From an optimization exercise on the open Yosys and OpenROAD flow, aimed at small area, a short achievable clock period and few clock cycles; shortcuts taken in it are not production practice.
The RTL was checked by simulation tests, not by an equivalence proof against the original design.
Power figures rest on the tool's default switching activity, not on a simulated workload.

Setup of v42:
==> flow/design.v (excerpt) <==
module depth_rainbow_colormap_unit
#(
    parameter int DEPTH_BITS = 24
) (
    input  logic                 i_clk,
    input  logic                 i_rst_n,
    input  logic                 i_depth_valid,
    output logic                 o_depth_ready,
    input  logic [DEPTH_BITS-1:0] i_depth,
    output logic                 o_pixel_valid,
    input  logic                 i_pixel_ready,
    output logic [7:0]           o_blue,
    output logic [7:0]           o_green,
    output logic [7:0]           o_red,
    input  logic                 i_cfg_we,
    input  logic [drcm_pkg::CFG_IDX_W-1:0] i_cfg_idx,
    input  logic [drcm_pkg::DIST_W-1:0]    i_cfg_data
);
clock: 6.0 ns
lec_check: 0
abc_area: 1
cap_margin: 20
core_margin: 2
core_utilization: 60
cts_cluster_diameter: 120
cts_cluster_size: 30
setup_slack_margin: 2.9
slew_margin: 20
synth_memory_max_bits: 16384
buffer_ports_args: -buffer_cell sky130_fd_sc_hd__buf_2
standard.sh (not shown) runs the stock make flow with config.mk's settings and CLKGATE_MAP_FILE= SYNTH_SCRIPT=/design/flow/synth_recipe.tcl, a recipe that flattens the netlist after the stock synthesis.
==> flow/flow/run.sh <==
#!/bin/bash
set -euo pipefail
echo 'export BUFFER_PORTS_ARGS = -buffer_cell sky130_fd_sc_hd__buf_2' >> config.mk
bash standard.sh > standard.log 2>&1
v42 completed end to end with timing, DRC and antenna clean.
Testbench counts of v42, summed over its fixed seeds: cycles 16,088.
Here is what was changed in the inputs of v50 compared with v42.
- CTS_CLUSTER_SIZE removed (was 30)
- CTS_CLUSTER_DIAMETER removed (was 120)
- CTS_BUF_LIST newly set to sky130_fd_sc_hd__clkbuf_4
Relative to v42, the total design power measured on v50 has increased by a little under 10%. Against v42 as the reference, v50 delivers a higher cell area. Compared with v42, in v50 post-route minimum period -0.0034 ns; clock-buffer cell count +about 500%. Compared to v42, v50 has initial antenna violation count 1 higher. Compared v42 against v50; synthesized instance count within noise. First-pass GRT wire length up 1900 um in v50 wrt v42. Comparing v42 and v50, switching power of the nets is higher on v50.
## Diff of input files: v36 against v50
- putting CTS_CLUSTER_SIZE at 25 where nothing was set
- putting CTS_CLUSTER_DIAMETER at 90 where nothing was set
- swapping 2.9 for 3.2 in SETUP_SLACK_MARGIN
- clearing CTS_BUF_LIST, which used to be sky130_fd_sc_hd__clkbuf_4
[summary]
Diff v50 and v36: post-layout worst setup margin lower in v50
Register fraction of the total cell area delta (v50 -> v36): insignificant
On final-stage net count: v36 sits below v50.
#### Input delta (v25 over v36)
- clearing CTS_CLUSTER_DIAMETER, which used to be 90
- swapping 3.2 for 2.9 in SETUP_SLACK_MARGIN
- clearing CTS_CLUSTER_SIZE, which used to be 25
--- outcome ---
v25 completed end to end with timing, DRC and antenna clean.
Compared to v36, v25 shows a narrower setup margin.
Between v25 and v36, it is v25 whose per-cell via count in the routed design is higher, by 0.83%.
For the routability-driven placement congestion ratio, v25 came in about 0.65% higher than v36 did.
Inputs modified between v25 and v15:
- putting CTS_CLUSTER_DIAMETER at 100 where nothing was set
- putting PLACE_DENSITY at 0.8 where nothing was set
- swapping 2.9 for 3.2 in SETUP_SLACK_MARGIN
- putting CTS_CLUSTER_SIZE at 20 where nothing was set
### Flow results
Combinational power share, v15 and v25, higher one = v15.
Number of clock-tree buffers in the layout delta for v15 relative to v25: 31% lower
Changes observed in v15 relative to v25: growth of design area from synthesis to finish shrank by 0.38 points, maximum frequency up 5.5%.

Setup of job 3236:
depth_rainbow_colormap_unit again, from the RTL that the note above started with.
clock: 6.0 ns
lec_check: 0
abc_area: 1
cap_margin: 20
core_margin: 2
core_utilization: 60
cts_cluster_diameter: 100
cts_cluster_size: 20
setup_slack_margin: 3.2
slew_margin: 20
synth_memory_max_bits: 16384
buffer_ports_args: -buffer_cell sky130_fd_sc_hd__buf_2
Scripts as last shown in full above: flow/flow/run.sh
Job 3236: PASS, flow complete, no timing, DRC or antenna violations
Testbench counts of job 3236, summed over its fixed seeds: cycles 16,088.
Inputs modified between job 3236 and job 4887:
diff --git a/flow/config.mk b/flow/config.mk
--- a/flow/config.mk
+++ b/flow/config.mk
@@ -13,5 +13,6 @@
 export CTS_CLUSTER_SIZE = 20
-export SETUP_SLACK_MARGIN = 3.2
+export SETUP_SLACK_MARGIN = 3.3
 export SLEW_MARGIN = 20
 export SYNTH_MEMORY_MAX_BITS = 16384
+export TNS_END_PERCENT = 5
 export BUFFER_PORTS_ARGS = -buffer_cell sky130_fd_sc_hd__buf_2
==> notes.md <==
Job 4887 vs. job 3236: fmax moved up; cell area level; final worst-path setup slack moved up. The run with more routed wire is job 4887, not job 3236. Job 4887 went all the way through the flow, and no timing, DRC or antenna check failed. Compared with job 3236, in job 4887 switching component of the power down about 0.56%; final critical path time including I/O delays and setup down 0.020 ns; clock network power share flat; number of flops mapped to enable cells by yosys flat. For the number of post-CTS setup repair buffers, job 4887 came in 2 lower than job 3236 did.
For job 2819, these inputs were changed with respect to job 4887:
==> flow/run.sh (new file) <==
#!/bin/bash
# synth_recipe.tcl (not shown) runs the flow's synth.tcl, then flattens the netlist and writes it again
# the make line also repeats each setting of config.mk as NAME=value (left out here)
make -C /OpenROAD-flow-scripts/flow DESIGN_CONFIG=/design/flow/config.mk WORK_HOME=/design/flow/orfs CLKGATE_MAP_FILE= SYNTH_SCRIPT=/design/flow/synth_recipe.tcl finish
diff --git a/flow/config.mk b/flow/config.mk
--- a/flow/config.mk
+++ b/flow/config.mk
@@ -11,8 +11,4 @@
 export CORE_UTILIZATION = 60
-export CTS_CLUSTER_DIAMETER = 100
-export CTS_CLUSTER_SIZE = 20
-export SETUP_SLACK_MARGIN = 3.3
+export SETUP_SLACK_MARGIN = 2.9
 export SLEW_MARGIN = 20
 export SYNTH_MEMORY_MAX_BITS = 16384
-export TNS_END_PERCENT = 5
-export BUFFER_PORTS_ARGS = -buffer_cell sky130_fd_sc_hd__buf_2
removed: flow/flow/run.sh
removed: flow/standard.sh
Results
- Job 2819 against job 4887: sequential share of layout area decreased 1.2 points, area of all placed cells without fillers higher, layout buffer count excluding clock buffers fell by 40.
- The actual transition at the worst max-transition pin in job 2819 sits 0.088 ns above the value recorded for job 4887.
- Job 2819 vs job 4887 — power per standard cell area rose 4.9%.
- Job 2819 against job 4887: final setup slack of the worst path decreased by 0.22 ns relative to the old numbers, half-perimeter wire length after detailed placement closely matched the old numbers, area taken by flip-flops and latches closely matched the old numbers.
Modified inputs, job 5184 compared to job 2819
==> flow/flow/run.sh (new file) <==
#!/bin/bash
set -euo pipefail
echo 'export BUFFER_PORTS_ARGS = -buffer_cell sky130_fd_sc_hd__buf_2' >> config.mk
bash standard.sh > standard.log 2>&1
==> flow/standard.sh (new file) <==
#!/bin/bash
# synth_recipe.tcl (not shown) runs the flow's synth.tcl, then flattens the netlist and writes it again
# the make line also repeats each setting of config.mk as NAME=value (left out here)
make -C /OpenROAD-flow-scripts/flow DESIGN_CONFIG=/design/flow/config.mk WORK_HOME=/design/flow/orfs CLKGATE_MAP_FILE= SYNTH_SCRIPT=/design/flow/synth_recipe.tcl "${@:-finish}"
diff --git a/flow/config.mk b/flow/config.mk
--- a/flow/config.mk
+++ b/flow/config.mk
@@ -11,4 +11,5 @@
 export CORE_UTILIZATION = 60
-export SETUP_SLACK_MARGIN = 2.9
+export SETUP_SLACK_MARGIN = 3.1
 export SLEW_MARGIN = 20
 export SYNTH_MEMORY_MAX_BITS = 16384
+export BUFFER_PORTS_ARGS = -buffer_cell sky130_fd_sc_hd__buf_2
removed: flow/run.sh
Findings:
Net switching fraction of the power for job 5184: 0.86 points up relative to job 2819
Job 5184 ended with more share of final-layout standard cells stronger than drive strength 1 than job 2819.
Any difference in routed wirelength normalized by instance count between job 5184 and job 2819 is small enough to ignore.
Relative to job 2819, total non-filler cell area in the finished layout has decreased by about 0.5% in job 5184.

Starting RTL as in the previous note.
==> flow/design.v (excerpt) <==
module depth_rainbow_colormap_unit
#(
    parameter int DEPTH_BITS = 24
) (
    input  logic                 i_clk,
    input  logic                 i_rst_n,
    input  logic                 i_depth_valid,
    output logic                 o_depth_ready,
    input  logic [DEPTH_BITS-1:0] i_depth,
    output logic                 o_pixel_valid,
    input  logic                 i_pixel_ready,
    output logic [7:0]           o_blue,
    output logic [7:0]           o_green,
    output logic [7:0]           o_red,
    input  logic                 i_cfg_we,
    input  logic [drcm_pkg::CFG_IDX_W-1:0] i_cfg_idx,
    input  logic [drcm_pkg::DIST_W-1:0]    i_cfg_data
);
clock: 6.0 ns
lec_check: 0
cap_margin: 20
core_margin: 2
core_utilization: 70
setup_slack_margin: 2.9
slew_margin: 20
synth_memory_max_bits: 16384
run.sh (not shown) runs the stock make flow with config.mk's settings and CLKGATE_MAP_FILE= SYNTH_SCRIPT=/design/flow/synth_recipe.tcl, a recipe that flattens the netlist after the stock synthesis.
Stock flow here: none of the scripts above is used.
The baseline failed in 5_1_grt.
Testbench counts at the start, summed over its fixed seeds: cycles 16,088.
Edit:
==> flow/flow/run.sh (new file) <==
#!/bin/bash
set -euo pipefail
echo 'export BUFFER_PORTS_ARGS = -buffer_cell sky130_fd_sc_hd__buf_1' >> config.mk
bash standard.sh > standard.log 2>&1
==> flow/standard.sh (new file) <==
#!/bin/bash
# synth_recipe.tcl (not shown) runs the flow's synth.tcl, then flattens the netlist and writes it again
# the make line also repeats each setting of config.mk as NAME=value (left out here)
make -C /OpenROAD-flow-scripts/flow DESIGN_CONFIG=/design/flow/config.mk WORK_HOME=/design/flow/orfs CLKGATE_MAP_FILE= SYNTH_SCRIPT=/design/flow/synth_recipe.tcl "${@:-finish}"
- ABC_AREA: not set -> 1
- BUFFER_PORTS_ARGS: not set -> -buffer_cell sky130_fd_sc_hd__buf_1
- CORE_UTILIZATION: 70 -> 60
- CTS_CLUSTER_DIAMETER: not set -> 100
- CTS_CLUSTER_SIZE: not set -> 20
- SETUP_SLACK_MARGIN: 2.9 -> 3.3
removed: flow/run.sh
The new run passed the timing, DRC and antenna checks; synthesized area came out higher by a few percent; synthesized cell count came out higher by a quarter to a third.

== maple ==
depth_rainbow_colormap_unit, a different RTL version from the one above (not shown whole).
For scale: ~2800 cells after synthesis, about 72 I/O pins.
Settings: LEC_CHECK=0, ABC_AREA=1, CAP_MARGIN=20, CORE_MARGIN=2, CORE_UTILIZATION=60, SETUP_SLACK_MARGIN=2.9, SLEW_MARGIN=20, SYNTH_MEMORY_MAX_BITS=16384; clock period 6.0 ns.
Stock flow here: none of the scripts above is used.
Testbench counts of maple, summed over its fixed seeds: cycles 16,088.
Modified inputs, harbor compared to maple
- setting ABC_CLOCK_PERIOD_IN_PS to 3000 for the first time
- removing ABC_AREA (formerly 1)
- changing SETUP_SLACK_MARGIN from 2.9 to 2.8
[summary]
- Going from maple to harbor, the cell count was found to have gone down by about 20%.
- In the tables for harbor and maple, peak per-stage delay on the critical path reads lower with harbor.
- Non-clock buffer count: harbor vs maple up 52
- Compared with maple, harbor shows a multi-input combinational cell count that is about 20% lower.
- Diff maple -> harbor | detailed placer's ending HPWL | down by more than 10%
- The core of harbor is more densely filled than that of maple.
- Met1 demand-to-capacity share in global routing, harbor and maple: higher on maple
- Looking at die area across harbor and maple, the one that comes out lower is harbor.
- Synthesized cell count, harbor and maple: smaller value in harbor
- Summary of the comparison: clock group power is higher in harbor, relative to maple.
Input changes introduced in ember (baseline for comparison: harbor):
- a change of CORE_UTILIZATION from 60 to 40
Findings:
Across both runs, clock period minus final worst setup slack was higher for ember than for harbor. More vias were needed by harbor than by ember. Comparing harbor and ember, the higher total power consumption of the routed design was measured on ember. Compared with harbor, ember shows a data required time of the critical path that is 20 ps higher.
Here is what was changed in the inputs of violet compared with ember.
- an added ABC_AREA of 1
- a deleted ABC_CLOCK_PERIOD_IN_PS that had been 3000
Notes after the runs:
Net switching fraction of the power (violet over ember): increase, 4.6 points. Looking at hold slack across both flows, violet is the weaker of the two, with ember ahead. The critical-path cell with the highest stage delay comes out sky130_fd_sc_hd__or4b_4 in one run and sky130_fd_sc_hd__dlygate4sd2_1 in the other, namely in ember and violet respectively. ember -> violet: final non-filler cell total increased by more than 10%.

## job 2755
RTL: one of the versions met above, not the one the previous note started from.
Size in the first run: about 2700 cells after synthesis, about 72 I/O pins, about 21000 sq um of cells after synthesis.
clock: 6.0 ns
lec_check: 0
abc_area: 1
cap_margin: 20
core_margin: 2
core_utilization: 60
cts_cluster_diameter: 100
cts_cluster_size: 20
setup_slack_margin: 3.2
slew_margin: 20
synth_memory_max_bits: 16384
tns_end_percent: 20
buffer_ports_args: -buffer_cell sky130_fd_sc_hd__buf_2
standard.sh (not shown) runs the stock make flow with config.mk's settings and CLKGATE_MAP_FILE= SYNTH_SCRIPT=/design/flow/synth_recipe.tcl, a recipe that flattens the netlist after the stock synthesis.
==> flow/flow/run.sh <==
#!/bin/bash
set -euo pipefail
echo 'export BUFFER_PORTS_ARGS = -buffer_cell sky130_fd_sc_hd__buf_2' >> config.mk
bash standard.sh > standard.log 2>&1
Testbench counts of job 2755, summed over its fixed seeds: cycles 16,088.
The inputs of job 6659 differ from those of job 2755 as listed below.
diff --git a/flow/config.mk b/flow/config.mk
--- a/flow/config.mk
+++ b/flow/config.mk
@@ -8 +7,0 @@
-export ABC_AREA = 1
@@ -12,3 +11,2 @@
-export CTS_CLUSTER_DIAMETER = 100
-export CTS_CLUSTER_SIZE = 20
-export SETUP_SLACK_MARGIN = 3.2
+export CTS_BUF_LIST = sky130_fd_sc_hd__clkbuf_4
+export SETUP_SLACK_MARGIN = 2.9
@@ -17 +14,0 @@
-export TNS_END_PERCENT = 20
==> notes.md <==
Job 6659 vs job 2755: portion of total power attributed to the clock network up
Job 6659 finished every stage and its layout cleared the timing, DRC and antenna checks.
Fraction of the core area covered by cells at the end of the flow for job 6659: 12 points up relative to job 2755
The design area in job 2755 is 0.885 times that in job 6659.
Setup slack in job 6659 vs job 2755: down 0.96 ns
Per the comparison of job 6659 with job 2755, detailed router's first-iteration violation count dropped 151; post-detailed-route wirelength per cell +about 30%; count of plain and timing-repair buffers up 138; worst-case clock skew now sits higher.
Count of clock-buffer cells in the layout (job 6659 vs. job 2755) increases by more than 100%
The following lists how job 7725 was set up differently from job 6659:
diff --git a/flow/config.mk b/flow/config.mk
--- a/flow/config.mk
+++ b/flow/config.mk
@@ -7,0 +8 @@
+export ABC_AREA = 1
@@ -10,3 +11,4 @@
-export CORE_UTILIZATION = 60
-export CTS_BUF_LIST = sky130_fd_sc_hd__clkbuf_4
-export SETUP_SLACK_MARGIN = 2.9
+export CORE_UTILIZATION = 65
+export CTS_CLUSTER_DIAMETER = 100
+export CTS_CLUSTER_SIZE = 20
+export SETUP_SLACK_MARGIN = 3.2
--- outcome ---
Every stage of the flow completed for job 7725, and the final layout passed the timing, DRC and antenna checks.
Summary of job 7725 over job 6659: count of vias placed by the detailed router increased 1429; growth of design area from synthesis to finish decreased 19 points; buffer share of cell area decreased 5.3 points.
The inputs of job 8878 differ from those of job 7725 as listed below.
diff --git a/flow/config.mk b/flow/config.mk
--- a/flow/config.mk
+++ b/flow/config.mk
@@ -11 +11 @@
-export CORE_UTILIZATION = 65
+export CORE_UTILIZATION = 60
@@ -14 +14 @@
-export SETUP_SLACK_MARGIN = 3.2
+export SETUP_SLACK_MARGIN = 3.3
### Flow results
Job 8878 against job 7725: clock latency on the worst-skew pair held; number of standard cells in the final layout excluding fillers climbed 66; antenna cell count saw an increase. Job 7725 → job 8878: first-iteration DRC count went up; layout-stage area growth over the synthesis result went up; combined area of the multi-input logic cells went up. Shortest period the worst path allows was lower in the run labelled job 7725. Job 8878 consumes more power than job 7725 does.

==> port drivers added, routing unchanged <==
No port has a modelled driver above. Below, the same layouts with a new extraction and two added sets of constraints. Step 1, drivers: a clkbuf_16 drives i_clk and a buf_2 each remaining input, both assumed. Step 2 adds t to the input delays and takes it off the output delays; t is the mean of the earliest and latest rising clock arrival at the registers after step 1. Input paths then give back, and output paths get back, about the clock's delay inside the block. Slacks: ideal ports / drivers / drivers and shift; pairs: ideal ports / drivers.
run | t, ns | setup slack, ns | worst setup path after step 2 | worst slew at a driven data input, ns
v42 | 0.566 | 2.928 / 2.910 / 2.619 | input to register | 0.03
v50 | 0.821 | 2.932 / 2.914 / 2.595 | input to register | 0.03
v36 | 0.585 | 3.118 / 3.085 / 2.676 | input to register | 0.04
v25 | 0.581 | 2.927 / 2.909 / 2.618 | input to register | 0.03
v15 | 0.586 | 3.088 / 3.057 / 2.704 | input to register | 0.04
job 3236 | 0.582 | 3.117 / 3.084 / 2.724 | input to register | 0.04
job 4887 | 0.579 | 3.137 / 3.106 / 2.659 | input to register | 0.04
job 2819 | 0.603 | 2.921 / 2.905 / 2.455 | input to register | 0.04
job 5184 | 0.612 | 3.114 / 3.083 / 2.622 | input to register | 0.04
the second run of note 3 | 0.584 | 3.105 / 3.074 / 2.833 | input to register | 0.04
maple | 0.595 | 2.940 / 2.940 / 2.466 | input to register | 0.03
harbor | 0.599 | 2.689 / 2.689 / 2.204 | input to register | 0.06
ember | 0.603 | 2.655 / 2.655 / 2.258 | input to register | 0.06
violet | 0.616 | 2.820 / 2.802 / 2.480 | input to register | 0.04
job 2755 | 0.577 | 3.124 / 3.093 / 2.657 | input to register | 0.04
job 6659 | 0.825 | 2.167 / 2.162 / 1.337 | input to register | 0.06
job 7725 | 0.587 | 3.120 / 3.089 / 2.725 | input to register | 0.04
job 8878 | 0.582 | 3.107 / 3.075 / 2.782 | input to register | 0.04
After both steps setup and hold are still met in every run listed. The setup slack of job 6659, which loses most, moves by -0.005 ns with the drivers and by -0.830 ns with both steps.
